Background: an optimization exercise with open tools, aiming at small area, a short achievable clock period and few clock cycles. Do not read the settings as production practice.
At most, simulation tests tie the RTL to the original design; equivalence was not proved.

== run 1 ==
Design mdu_seq, start of the top module:
module mdu_seq #(
    parameter int XLEN = 64
) (
    input  logic            clk,
    input  logic            rst_n,
    input  logic            req_valid,
    output logic            req_ready,
    input  logic [4:0]      req_op,
    input  logic            req_word,
    input  logic [XLEN-1:0] req_src1,
    input  logic [XLEN-1:0] req_src2,
    input  logic [4:0]      req_rd,
    input  logic            flush,
    output logic            resp_valid,
    input  logic            resp_ready,
    output logic [XLEN-1:0] resp_data,
    output logic [4:0]      resp_rd,
    output logic            busy
);
    localparam int MDU_MUL  = 0;
    localparam int MDU_DIV  = 1;
    localparam int MDU_DIVU = 2;
    localparam int MDU_REM  = 3;
    localparam int MDU_REMU = 4;
    localparam logic [1:0] IDLE = 2'd0;
    localparam logic [1:0] ALGN = 2'd1;    
    localparam logic [1:0] ITER = 2'd2;
    localparam logic [1:0] FIN  = 2'd3;    
    logic [1:0]  state_q;
    logic        r0p_q;      
    logic        resp_valid_q;
    logic        fix_q;      
    logic [65:0] r0_q;       
    logic [64:0] r1_q;       
    logic [63:0] r2_q;       
    logic        pp1_q;      
    logic        pp2_q;      
    logic        ppn_q;      
    logic [6:0]  cnt_q;      
    logic        last_q;     
    logic        first_q;    
    logic        triv_q;     
    logic        bz_q;       
    logic        swap_q;     
    logic        mul_q;
    logic        rem_q;
    logic        inv_q;
    logic        word_q;
    logic        s1_q;
    logic        s2_q;
    logic [4:0]  rd_q;
    logic        r0word_q;
    logic [4:0]  r0rd_q;
    logic        accept;
    logic        handover;
  ...
export LEC_CHECK = 0
export CAP_MARGIN = 20
export CORE_MARGIN = 2
export CORE_UTILIZATION = 40
export SETUP_SLACK_MARGIN = 1.5
export SLEW_MARGIN = 20
create_clock -name core_clock -period 6.0 [get_ports {clk}]
run.sh (not shown) runs the stock make flow with config.mk's settings and CLKGATE_MAP_FILE= SYNTH_SCRIPT=/design/flow/synth_recipe.tcl, a recipe that flattens the netlist after the stock synthesis.
Run 1 finished every stage and its layout cleared the timing, design-rule and antenna checks.
Relative to run 1, the following input files were edited for run 2:
--- a/flow/design.v
+++ b/flow/design.v
@@ -155,15 +155,15 @@
     logic        in_onehot;
     logic        in_mul;
     logic [63:0] in_ext1, in_ext2;
     logic        in_s1, in_s2;
     logic [63:0] in_m2;
     logic        in_m2_small;    
     logic        in_msb1, in_msb2;
-    logic [63:0] in_z1, in_z2;
+    logic [63:0] in_e1, in_z1, in_z2;
     logic [6:0]  in_c1, in_c2;
     logic [6:0]  in_lz2;
     logic [6:0]  in_lz1e;        
     logic [7:0]  in_k;
     logic        in_bz;
     logic        in_triv;
     logic        in_swap;
@@ -179,21 +179,22 @@
         in_m2_small = (in_ext2[63:1] == 63'd0) | (in_ext2 == 64'hFFFF_FFFF_FFFF_FFFF);
         in_bz     = (in_ext2 == 64'd0);
     end
     mdu_neg64 u_neg2 (.x(in_ext2), .neg(in_s2), .y(in_m2));
     always_comb begin
         in_msb1 = req_word ? req_src1[31] : req_src1[63];
         in_msb2 = req_word ? req_src2[31] : req_src2[63];
-        in_z1   = req_word ? {32'd0, req_src1[31:0] ^ {32{in_msb1}}} : req_src1 ^ {64{in_msb1}};
+        in_e1   = req_word ? {{32{req_src1[31]}}, req_src1[31:0]} : req_src1;
+        in_z1   = in_msb1 ? {~in_e1[62:0], 1'b1} : in_e1;
         in_z2   = req_word ? {32'd0, req_src2[31:0] ^ {32{in_msb2}}} : req_src2 ^ {64{in_msb2}};
     end
     mdu_lzc64 u_lz1 (.x(in_z1), .cnt(in_c1));
     mdu_lzc64 u_lz2 (.x(in_z2), .cnt(in_c2));
     always_comb begin
-        in_lz1e = (in_msb1 & ~in_sgn) ? {1'b0, req_word, 5'd0} : (in_c1 - {6'd0, in_msb1});
+        in_lz1e = (in_msb1 & ~in_sgn) ? {1'b0, req_word, 5'd0} : in_c1;
         in_lz2  = (in_msb2 & ~in_sgn) ? {1'b0, req_word, 5'd0} : in_c2;
         in_k    = {1'b0, in_lz2} - {1'b0, in_lz1e};
         in_triv = ~in_mul & (~in_onehot | in_bz | in_k[7]);
         in_swap = in_lz1e > in_lz2;
     end
     logic [2:0]  bt_in, bt_swap, bt_it;
     logic        msgn;
@@ -300,18 +301,19 @@
             r2_q    <= in_m2;
             {pp1_q, pp2_q, ppn_q} <= in_mul ? bt_in : {2'b10, in_s1};
             first_q <= 1'b1;
             triv_q  <= in_triv;
             swap_q  <= in_swap;
             bz_q    <= in_bz;
             cnt_q   <= in_k[6:0];
-            last_q  <= in_mul ? in_m2_small : (in_lz2 == in_lz1e);
+            last_q  <= in_m2_small;      
         end else if (do_algn) begin
             r1_q    <= n_d;
             cnt_q   <= {1'b0, n_kc};
+            if (!mul_q) last_q <= (n_kc == 6'd0);
             if (mul_q) begin
                 r2_q   <= r1_q[63:0];
                 last_q <= (r1_q[63:1] == 63'd0) | (r1_q[63:1] == 63'h7FFF_FFFF_FFFF_FFFF);
                 {pp1_q, pp2_q, ppn_q} <= bt_swap;
             end else begin
                 r2_q    <= 64'd0;
                 first_q <= 1'b0;
Results
- When run 2 is measured against run 1, its number of tap cells added at floorplan turns out 9 lower.
- Diff run 1 -> run 2 | critical path depth | decrease of 5
- Going from run 1 to run 2, the cell depth of the worst flop-to-flop path was found to have gone down by 5.
- The run showing the greater final cell count is run 1.
- Looking only at actual slew at the worst max-slew pin, and setting everything else aside, the higher value of run 2 and run 1 goes to run 1.
- Run 2 ended up with req_src1[44] as its beginning of the critical path; run 1 ended up with req_word.
- Compared run 2 vs run 1, and final area is down in run 2.
- Between run 1 and run 2, the hold slack does not differ in any meaningful way.
- Routed wire length in run 2 is about 1% below run 1.
Testbench counts of run 2, summed over its fixed seeds: cycles 13,719.
No functional check of the RTL was part of run 1.

what the ideal ports hide:
Ports are ideal in the flow. The routed layouts listed here were re-timed in OpenROAD.
Step 1 (the two cells are an assumption about what drives the block):
set clk [get_ports {clk}]
set_driving_cell -lib_cell sky130_fd_sc_hd__clkbuf_16 $clk
set_driving_cell -lib_cell sky130_fd_sc_hd__buf_2 [delete_from_list [all_inputs] $clk]
Step 2 adds t to the input delays and takes it off the output delays; t is the mean of the earliest and latest rising clock arrival at the registers after step 1. Input paths then give back, and output paths get back, about the clock's delay inside the block.
Slacks: ideal / step 1 / step 2; pairs: ideal / step 1.
| run | t, ns | slack for setup (ns) | worst hold slack (ns) | worst register clock-pin slew, ns |
|---|---|---|---|---|
| run 1 | 0.641 | 1.367 / 1.372 / 0.731 | 0.421 / 0.421 / 0.421 | 0.07 / 0.07 |
| run 2 | 0.667 | 1.446 / 1.484 / 0.817 | 0.418 / 0.418 / 0.418 | 0.07 / 0.07 |
After both steps every run listed still meets setup and hold. For run 1, which loses most, drivers alone change the setup slack by +0.005 ns; drivers and shift together by -0.636 ns.
